What follows belongs to an exercise in optimizing a design on an open flow for small area, a short achievable clock period and few clock cycles per item; a production flow would make more cautious choices. RTL that was checked went through simulation tests only; none was proved equivalent to the original.

## the previous run
==> module fc_layer_top, before the edit <==
module fc_layer_top #(
   parameter int n_inputs = fc_layer_pkg::N_INPUTS,
   parameter int n_lanes  = fc_layer_pkg::N_LANES,
   parameter int data_w   = fc_layer_pkg::DATA_W,
   parameter bit relu_en  = 1'b1
) (
   input  logic                clk,
   input  logic                reset,
   input  logic                input_valid,
   output logic                input_ready,
   input  fc_layer_pkg::data_t input_data,
   output logic                output_valid,
   input  logic                output_ready,
   output fc_layer_pkg::data_t output_data
);
   logic [7:0][15:0] xs;         
   logic [7:0]       slot_par;   
   logic [7:0]       free;       
   logic [7:0]       rd15;       
   logic [7:0]       writable;
   logic [2:0]       wcnt;       
   logic             wpar;       
   logic             h_valid;    
   logic [15:0]      h_data;
   logic             wr_go;
   logic             in_rdy;     
   logic [7:0]       wr_sel;     
   logic [7:0]       wr_en;
   logic [15:0]      wr_data;
   logic [3:0]       l_inj;      
   logic             p_inj;      
   logic [7:0]       w8_inj;     
   logic             is15_inj;   
   logic             fire_inj;
   logic [7:0]       bv;
   logic [7:0][3:0]  btag;
   logic [7:0]       bpar;
   logic [7:0]       bis15;
   logic [7:0][7:0]  bw8;        
   logic [7:0][16:0] bu, bvv;    
   logic [7:0][15:0] bs;         
   logic [7:0]       wt;         
   logic [7:0]       blk;        
   logic [7:0]       fire;
   logic [7:0][16:0] pu, pv;     
   logic [7:0][7:0]  w8_next;    
   logic [7:0][15:0] s_new;      
   logic             kv;         
   logic [15:0]      kd;
   logic             ov;
   logic [15:0]      od;
   logic             o_free;
   assign input_ready = in_rdy;
   always_comb begin
      for (int j = 0; j < 7; j++) wt[j] = bv[j] & (bpar[j] ^ slot_par[j+1]);
      wt[7] = 1'b0;
      blk[7] = kv;
      for (int j = 6; j >= 0; j--) blk[j] = blk[j+1] | wt[j+1];
      for (int j = 0; j < 8; j++) fire[j] = bv[j] & ~wt[j] & ~blk[j];
      fire_inj = ~(slot_par[0] ^ p_inj) & ~(blk[0] | wt[0]);
      rd15[0] = fire_inj & (l_inj == 4'd15);
      for (int k = 1; k < 8; k++) rd15[k] = fire[k-1] & (btag[k-1] == 4'd15);
      writable = free | rd15;
      wr_data = h_valid ? h_data : input_data;
      wr_go   = (h_valid | input_valid) & writable[wcnt];
      for (int k = 0; k < 8; k++) wr_sel[k] = writable[k] & (wcnt == 3'(k));
      wr_en = wr_sel & {8{h_valid | input_valid}};
   end
   logic [7:0]       w8_rst;
   fc_weight_rom #(.pos(0)) u_w0 (.l(l_inj + 4'd1), .w8(w8_next[0]), .w15(), .tp(), .tn(), .wneg());
   fc_weight_rom #(.pos(0)) u_wr (.l(4'd0), .w8(w8_rst), .w15(), .tp(), .tn(), .wneg());
   fc_weight_rom #(.pos(1)) u_w1 (.l(l_inj), .w8(w8_next[1]), .w15(), .tp(), .tn(), .wneg());
   for (genvar j = 2; j < 8; j++) begin : g_w
      fc_weight_rom #(.pos(j)) u_w (.l(btag[j-2]), .w8(w8_next[j]), .w15(), .tp(), .tn(), .wneg());
   end
   fc_mac_lane #(.pos(0)) u_mul0 (
      .x(xs[0]), .l(l_inj), .is15(is15_inj), .w8(w8_inj),
      .u(pu[0]), .v(pv[0])
   );
   for (genvar j = 1; j < 8; j++) begin : g_mul
      fc_mac_lane #(.pos(j)) u_mul (
         .x(xs[j]), .l(btag[j-1]), .is15(bis15[j-1]), .w8(bw8[j-1]),
         .u(pu[j]), .v(pv[j])
      );
   end
   for (genvar j = 0; j < 8; j++) begin : g_acc
      fc_output_stage #(.relu(j == 7 && relu_en)) u_acc (
         .s(j == 0 ? 16'd0 : bs[j]), .u(bu[j]), .v(bvv[j]),
         .s_out(s_new[j])
      );
   end
   assign o_free = ~ov | output_ready;
   always_ff @(posedge clk) begin
      if (reset) begin
         wcnt     <= '0;
         wpar     <= 1'b0;
         h_valid  <= 1'b0;
         in_rdy   <= 1'b1;
         slot_par <= '1;
         free     <= '1;
         l_inj    <= '0;
         p_inj    <= 1'b0;
         w8_inj   <= w8_rst;
         is15_inj <= 1'b0;
         bv       <= '0;
         ov       <= 1'b0;
         kv       <= 1'b0;
      end else begin
         if (wr_go) begin
            slot_par[wcnt] <= wpar;
            wcnt <= wcnt + 1'b1;
            if (wcnt == 3'd7) wpar <= ~wpar;
         end
         h_valid <= h_valid ? ~writable[wcnt] : (input_valid & ~writable[wcnt]);
         in_rdy  <= h_valid ? writable[wcnt] : ~(input_valid & ~writable[wcnt]);
         for (int k = 0; k < 8; k++) begin
            if (wr_en[k]) free[k] <= 1'b0;
            else if (rd15[k]) free[k] <= 1'b1;
         end
         if (fire_inj) begin
            l_inj    <= l_inj + 1'b1;
            w8_inj   <= w8_next[0];
            is15_inj <= (l_inj == 4'd14);
            if (l_inj == 4'd15) p_inj <= ~p_inj;
         end
         bv[0] <= fire_inj | (bv[0] & ~fire[0]);
         for (int j = 1; j < 8; j++) bv[j] <= fire[j-1] | (bv[j] & ~fire[j]);
         if (o_free) begin
            ov <= kv | fire[7];
            kv <= 1'b0;
         end else begin
            kv <= kv | fire[7];
         end
      end
   end
   always_ff @(posedge clk) begin
      if (in_rdy) h_data <= input_data;
      for (int k = 0; k < 8; k++) begin
         if (wr_en[k]) xs[k] <= wr_data;
      end
      if (fire_inj) begin
         btag[0]  <= l_inj;
         bpar[0]  <= p_inj;
         bis15[0] <= is15_inj;
         bw8[0]   <= w8_next[1];
         bu[0]    <= pu[0];
         bvv[0]   <= pv[0];
      end
      for (int j = 1; j < 8; j++) begin
         if (fire[j-1]) begin
            btag[j]  <= btag[j-1];
            bpar[j]  <= bpar[j-1];
            bis15[j] <= bis15[j-1];
            bw8[j]   <= (j < 7) ? w8_next[(j+1) % 8] : 8'd0;
            bu[j]    <= pu[j];
            bvv[j]   <= pv[j];
            bs[j]    <= s_new[j-1];
         end
      end
      if (o_free) begin
         if (kv | fire[7]) od <= kv ? kd : s_new[7];
      end else if (fire[7] & ~kv) begin
         kd <= s_new[7];
      end
   end
   assign output_valid = ov;
   assign output_data  = od;
endmodule
export LEC_CHECK = 0
export ABC_AREA = 1
export CAP_MARGIN = 20
export CORE_MARGIN = 2
export CORE_UTILIZATION = 55
export PLACE_DENSITY = 0.7
export SLEW_MARGIN = 20
create_clock -name core_clock -period 12.0 [get_ports {clk}]
standard.sh (not shown) runs the stock make flow with config.mk's settings and CLKGATE_MAP_FILE= SYNTH_SCRIPT=/design/flow/synth_recipe.tcl, a recipe that flattens the netlist after the stock synthesis.
==> flow/flow/run.sh <==
#!/bin/bash
set -euo pipefail
export SETUP_SLACK_MARGIN=8.3
bash standard.sh > standard_flow.log 2>&1
Inputs modified between the previous run and the current run:
--- a/flow/design.v
+++ b/flow/design.v
@@ -283,7 +283,4 @@
    logic [15:0]      h_data;
    logic             wr_go;
-   logic             in_rdy;     
-   logic [7:0]       wr_sel;     
-   logic [7:0]       wr_en;
    logic [15:0]      wr_data;
    logic [3:0]       l_inj;      
@@ -310,5 +307,5 @@
    logic [15:0]      od;
    logic             o_free;
-   assign input_ready = in_rdy;
+   assign input_ready = ~h_valid;
    always_comb begin
       for (int j = 0; j < 7; j++) wt[j] = bv[j] & (bpar[j] ^ slot_par[j+1]);
@@ -323,6 +320,4 @@
       wr_data = h_valid ? h_data : input_data;
       wr_go   = (h_valid | input_valid) & writable[wcnt];
-      for (int k = 0; k < 8; k++) wr_sel[k] = writable[k] & (wcnt == 3'(k));
-      wr_en = wr_sel & {8{h_valid | input_valid}};
    end
    logic [7:0]       w8_rst;
@@ -355,5 +350,4 @@
          wpar     <= 1'b0;
          h_valid  <= 1'b0;
-         in_rdy   <= 1'b1;
          slot_par <= '1;
          free     <= '1;
@@ -372,7 +366,6 @@
          end
          h_valid <= h_valid ? ~writable[wcnt] : (input_valid & ~writable[wcnt]);
-         in_rdy  <= h_valid ? writable[wcnt] : ~(input_valid & ~writable[wcnt]);
          for (int k = 0; k < 8; k++) begin
-            if (wr_en[k]) free[k] <= 1'b0;
+            if (wr_go && wcnt == 3'(k)) free[k] <= 1'b0;
             else if (rd15[k]) free[k] <= 1'b1;
          end
@@ -394,7 +387,7 @@
    end
    always_ff @(posedge clk) begin
-      if (in_rdy) h_data <= input_data;
+      if (~h_valid) h_data <= input_data;
       for (int k = 0; k < 8; k++) begin
-         if (wr_en[k]) xs[k] <= wr_data;
+         if (wr_go && wcnt == 3'(k)) xs[k] <= wr_data;
       end
       if (fire_inj) begin
==> comparison <==
STATUS routed via count: the current run loses against the previous run. Any difference in number of sequential storage elements between the previous run and the current run is small enough to ignore. Highest metal layer with signal wires = met5: the previous run; highest metal layer with signal wires = met4: the current run. Higher number of synthesized flops with an enable pin goes to the previous run over the current run. Max number of gates given a new drive strength after cts across the current run and the previous run: the current run. Post-synthesis cell count was higher in the current run than in the previous run. Between the current run and the previous run, the difference in area of the die is negligible. The previous run tops out at a higher clock frequency than the current run.
Testbench counts of the current run, summed over its fixed seeds: cycles 3,160, items 192.
Only the layout flow was run in the previous run; the RTL was not checked for function there.

========
== zinc ==
Another version of the RTL of fc_layer_top (not shown whole).
Size: roughly 6500 cells after synthesis, about 440 flip-flops, roughly 38 I/O pins, ~0.056 mm^2 of cells after synthesis.
==> module fc_layer_top, before the edit <==
module fc_layer_top #(
   parameter int n_inputs = fc_layer_pkg::N_INPUTS,
   parameter int n_lanes  = fc_layer_pkg::N_LANES,
   parameter int data_w   = fc_layer_pkg::DATA_W,
   parameter bit relu_en  = 1'b1
) (
   input  logic                clk,
   input  logic                reset,
   input  logic                input_valid,
   output logic                input_ready,
   input  fc_layer_pkg::data_t input_data,
   output logic                output_valid,
   input  logic                output_ready,
   output fc_layer_pkg::data_t output_data
);
   logic [7:0][15:0] xs;         
   logic [7:0]       slot_par;   
   logic [7:0]       free;       
   logic [7:0]       rd15;       
   logic [7:0]       writable;
   logic [2:0]       wcnt;       
   logic             wpar;       
   logic             h_valid;    
   logic [15:0]      h_data;
   logic             wr_go;
   logic [15:0]      wr_data;
   logic [3:0]       l_inj;      
   logic             p_inj;      
   logic             fire_inj;
   logic [11:0]      dig_inj;    
   logic             is15_inj;   
   logic [7:1]       bv;
   logic [7:1][3:0]  btag;
   logic [7:1]       bpar;
   logic [7:1][15:0] bs;
   logic [7:1][11:0] bdig;       
   logic [7:1]       bis15;      
   logic [7:1]       wt;         
   logic [7:1]       blk;        
   logic [7:1]       fire;
   logic             out_stall;
   logic [7:0][15:0] s_new;      
   assign input_ready = ~h_valid;
   assign out_stall   = output_valid & ~output_ready;
   always_comb begin
      for (int j = 1; j < 8; j++) wt[j] = bv[j] & (bpar[j] ^ slot_par[j]);
      blk[7] = out_stall;
      for (int j = 6; j >= 1; j--) blk[j] = blk[j+1] | wt[j+1];
      for (int j = 1; j < 8; j++) fire[j] = bv[j] & ~wt[j] & ~blk[j];
      fire_inj = ~(slot_par[0] ^ p_inj) & ~(blk[1] | wt[1]);
      rd15[0] = fire_inj & (l_inj == 4'd15);
      for (int k = 1; k < 8; k++) rd15[k] = fire[k] & (btag[k] == 4'd15);
      writable = free | rd15;
      wr_data = h_valid ? h_data : input_data;
      wr_go   = (h_valid | input_valid) & writable[wcnt];
   end
   logic [7:0][11:0] dig_next;   
   logic [11:0]      dig_rst;    
   logic [7:0][14:0] unused_t;
   logic [7:0]       unused_w;
   logic [7:0][15:0] unused_w15;
   fc_weight_rom #(.pos(0)) u_dig0 (.l(l_inj + 4'd1), .dig(dig_next[0]), .w15(unused_w15[0]),
                                    .tp(unused_t[0]), .tn(), .wneg(unused_w[0]));
   fc_weight_rom #(.pos(1)) u_dig1 (.l(l_inj), .dig(dig_next[1]), .w15(unused_w15[1]),
                                    .tp(unused_t[1]), .tn(), .wneg(unused_w[1]));
   fc_weight_rom #(.pos(0)) u_dig_rst (.l(4'd0), .dig(dig_rst), .w15(), .tp(), .tn(), .wneg());
   for (genvar j = 2; j < 8; j++) begin : g_dig
      fc_weight_rom #(.pos(j)) u_dig (.l(btag[j-1]), .dig(dig_next[j]), .w15(unused_w15[j]),
                                      .tp(unused_t[j]), .tn(), .wneg(unused_w[j]));
   end
   fc_mac_lane #(.pos(0)) u_mac0 (
      .x(xs[0]), .l(l_inj), .is15(is15_inj), .dig(dig_inj), .s(16'd0), .s_out(s_new[0])
   );
   for (genvar j = 1; j < 8; j++) begin : g_mac
      fc_mac_lane #(.pos(j), .relu(j == 7 && relu_en)) u_mac (
         .x(xs[j]), .l(btag[j]), .is15(bis15[j]), .dig(bdig[j]), .s(bs[j]), .s_out(s_new[j])
      );
   end
   always_ff @(posedge clk) begin
      if (reset) begin
         wcnt     <= '0;
         wpar     <= 1'b0;
         h_valid  <= 1'b0;
         slot_par <= '1;
         free     <= '1;
         l_inj    <= '0;
         dig_inj  <= dig_rst;
         is15_inj <= 1'b0;
         p_inj    <= 1'b0;
         bv       <= '0;
      end else begin
         if (wr_go) begin
            slot_par[wcnt] <= wpar;
            wcnt <= wcnt + 1'b1;
            if (wcnt == 3'd7) wpar <= ~wpar;
         end
         h_valid <= h_valid ? ~writable[wcnt] : (input_valid & ~writable[wcnt]);
         for (int k = 0; k < 8; k++) begin
            if (wr_go && wcnt == 3'(k)) free[k] <= 1'b0;
            else if (rd15[k]) free[k] <= 1'b1;
         end
         if (fire_inj) begin
            l_inj <= l_inj + 1'b1;
            dig_inj <= dig_next[0];
            is15_inj <= (l_inj == 4'd14);
            if (l_inj == 4'd15) p_inj <= ~p_inj;
         end
         bv[1] <= fire_inj | (bv[1] & ~fire[1]);
         for (int j = 2; j < 8; j++) bv[j] <= fire[j-1] | (bv[j] & ~fire[j]);
      end
   end
   always_ff @(posedge clk) begin
      if (~h_valid) h_data <= input_data;
      for (int k = 0; k < 8; k++) begin
         if (wr_go && wcnt == 3'(k)) xs[k] <= wr_data;
      end
      if (fire_inj) begin
         btag[1] <= l_inj;
         bdig[1] <= dig_next[1];
         bis15[1] <= is15_inj;
         bpar[1] <= p_inj;
         bs[1]   <= s_new[0];
      end
      for (int j = 2; j < 8; j++) begin
         if (fire[j-1]) begin
            btag[j] <= btag[j-1];
            bdig[j] <= dig_next[j];
            bis15[j] <= bis15[j-1];
            bpar[j] <= bpar[j-1];
            bs[j]   <= s_new[j-1];
         end
      end
   end
   logic [15:0] od;
   logic        ov;
   always_ff @(posedge clk) begin
      if (reset) ov <= 1'b0;
      else       ov <= fire[7] | (ov & ~output_ready);
      if (fire[7]) od <= s_new[7];
   end
   assign output_valid = ov;
   assign output_data  = od;
endmodule
export LEC_CHECK = 0
export ABC_CLOCK_PERIOD_IN_PS = 5000
export CAP_MARGIN = 20
export CORE_MARGIN = 2
export CORE_UTILIZATION = 40
export PLACE_DENSITY = 0.6
export SETUP_SLACK_MARGIN = 5
export SLEW_MARGIN = 20
create_clock -name core_clock -period 12.0 [get_ports {clk}]
run.sh (not shown) runs the stock make flow with config.mk's settings and CLKGATE_MAP_FILE= SYNTH_SCRIPT=/design/flow/synth_recipe.tcl, a recipe that flattens the netlist after the stock synthesis.
Stock flow here: none of the scripts above is used.
Testbench counts of zinc, summed over its fixed seeds: cycles 3,152, items 192.
Inputs modified between zinc and violet:
diff --git a/flow/design.v b/flow/design.v
--- a/flow/design.v
+++ b/flow/design.v
@@ -309,12 +309,10 @@
    logic             wr_go;
    logic [15:0]      wr_data;
    logic [3:0]       l_inj;      
    logic             p_inj;      
    logic             fire_inj;
-   logic [11:0]      dig_inj;    
-   logic             is15_inj;   
    logic [7:1]       bv;
    logic [7:1][3:0]  btag;
    logic [7:1]       bpar;
    logic [7:1][15:0] bs;
    logic [7:1][11:0] bdig;       
@@ -337,25 +335,23 @@
       writable = free | rd15;
       wr_data = h_valid ? h_data : input_data;
       wr_go   = (h_valid | input_valid) & writable[wcnt];
    end
    logic [7:0][11:0] dig_next;   
-   logic [11:0]      dig_rst;    
    logic [7:0][14:0] unused_t;
    logic [7:0]       unused_w;
    logic [7:0][15:0] unused_w15;
-   fc_weight_rom #(.pos(0)) u_dig0 (.l(l_inj + 4'd1), .dig(dig_next[0]), .w15(unused_w15[0]),
+   fc_weight_rom #(.pos(0)) u_dig0 (.l(l_inj), .dig(dig_next[0]), .w15(unused_w15[0]),
                                     .tp(unused_t[0]), .tn(), .wneg(unused_w[0]));
    fc_weight_rom #(.pos(1)) u_dig1 (.l(l_inj), .dig(dig_next[1]), .w15(unused_w15[1]),
                                     .tp(unused_t[1]), .tn(), .wneg(unused_w[1]));
-   fc_weight_rom #(.pos(0)) u_dig_rst (.l(4'd0), .dig(dig_rst), .w15(), .tp(), .tn(), .wneg());
    for (genvar j = 2; j < 8; j++) begin : g_dig
       fc_weight_rom #(.pos(j)) u_dig (.l(btag[j-1]), .dig(dig_next[j]), .w15(unused_w15[j]),
                                       .tp(unused_t[j]), .tn(), .wneg(unused_w[j]));
    end
    fc_mac_lane #(.pos(0)) u_mac0 (
-      .x(xs[0]), .l(l_inj), .is15(is15_inj), .dig(dig_inj), .s(16'd0), .s_out(s_new[0])
+      .x(xs[0]), .l(l_inj), .is15(l_inj == 4'd15), .dig(dig_next[0]), .s(16'd0), .s_out(s_new[0])
    );
    for (genvar j = 1; j < 8; j++) begin : g_mac
       fc_mac_lane #(.pos(j), .relu(j == 7 && relu_en)) u_mac (
          .x(xs[j]), .l(btag[j]), .is15(bis15[j]), .dig(bdig[j]), .s(bs[j]), .s_out(s_new[j])
       );
@@ -366,12 +362,10 @@
          wpar     <= 1'b0;
          h_valid  <= 1'b0;
          slot_par <= '1;
          free     <= '1;
          l_inj    <= '0;
-         dig_inj  <= dig_rst;
-         is15_inj <= 1'b0;
          p_inj    <= 1'b0;
          bv       <= '0;
       end else begin
          if (wr_go) begin
             slot_par[wcnt] <= wpar;
@@ -383,12 +377,10 @@
             if (wr_go && wcnt == 3'(k)) free[k] <= 1'b0;
             else if (rd15[k]) free[k] <= 1'b1;
          end
          if (fire_inj) begin
             l_inj <= l_inj + 1'b1;
-            dig_inj <= dig_next[0];
-            is15_inj <= (l_inj == 4'd14);
             if (l_inj == 4'd15) p_inj <= ~p_inj;
          end
          bv[1] <= fire_inj | (bv[1] & ~fire[1]);
          for (int j = 2; j < 8; j++) bv[j] <= fire[j-1] | (bv[j] & ~fire[j]);
       end
@@ -399,11 +391,11 @@
          if (wr_go && wcnt == 3'(k)) xs[k] <= wr_data;
       end
       if (fire_inj) begin
          btag[1] <= l_inj;
          bdig[1] <= dig_next[1];
-         bis15[1] <= is15_inj;
+         bis15[1] <= (l_inj == 4'd15);
          bpar[1] <= p_inj;
          bs[1]   <= s_new[0];
       end
       for (int j = 2; j < 8; j++) begin
          if (fire[j-1]) begin
## What came out
Every run (violet and zinc) finished clean. Between zinc and violet, the flow reports routed wire length on met2 decreasing slightly. Comparing violet against zinc, there is no change at all in max capacitance violation total. Total of cells resized after clock tree synthesis | violet above zinc. Slowest cell on the critical path = o21ai_1: zinc; slowest cell on the critical path = fa_1: violet. Sort violet and zinc by critical path depth, descending, and zinc comes first. violet — placement-stage cell area about 0.5% lower, zinc as reference.
The RTL of violet was laid out without a check of its function.

separate check: timing with driven ports:
Ports are ideal in the flow. The routed layouts listed here were re-timed in OpenROAD.
Step 1 (the two cells are an assumption about what drives the block):
set clk [get_ports {clk}]
set_driving_cell -lib_cell sky130_fd_sc_hd__clkbuf_16 $clk
set_driving_cell -lib_cell sky130_fd_sc_hd__buf_2 [delete_from_list [all_inputs] $clk]
Step 2 adds t to the input delays and takes it off the output delays; t is the mean of the earliest and latest rising clock arrival at the registers after step 1. Input paths then give back, and output paths get back, about the clock's delay inside the block.
Slacks: no drivers / after step 1 / after step 2; pairs: no drivers / after step 1.
| run | t, ns | setup slack, ns | worst hold slack (ns) | worst setup path after step 2 | worst data-port slew with drivers (ns) |
|---|---|---|---|---|---|
| the previous run | 0.715 | 8.330 / 8.285 / 7.666 | 0.466 / 0.466 / 0.466 | input to register | 0.17 |
| the current run | 0.720 | 8.315 / 8.242 / 7.774 | 0.466 / 0.466 / 0.466 | input to register | 0.03 |
| zinc | 0.718 | 5.367 / 5.367 / 5.355 | 0.471 / 0.471 / 0.471 | input to register | 0.14 |
| violet | 0.710 | 5.355 / 5.355 / 4.759 | 0.487 / 0.487 / 0.487 | input to register | 0.05 |
After both steps every run listed still meets setup and hold. The setup slack of the previous run, which loses most, moves by -0.045 ns with the drivers and by -0.664 ns with both steps.
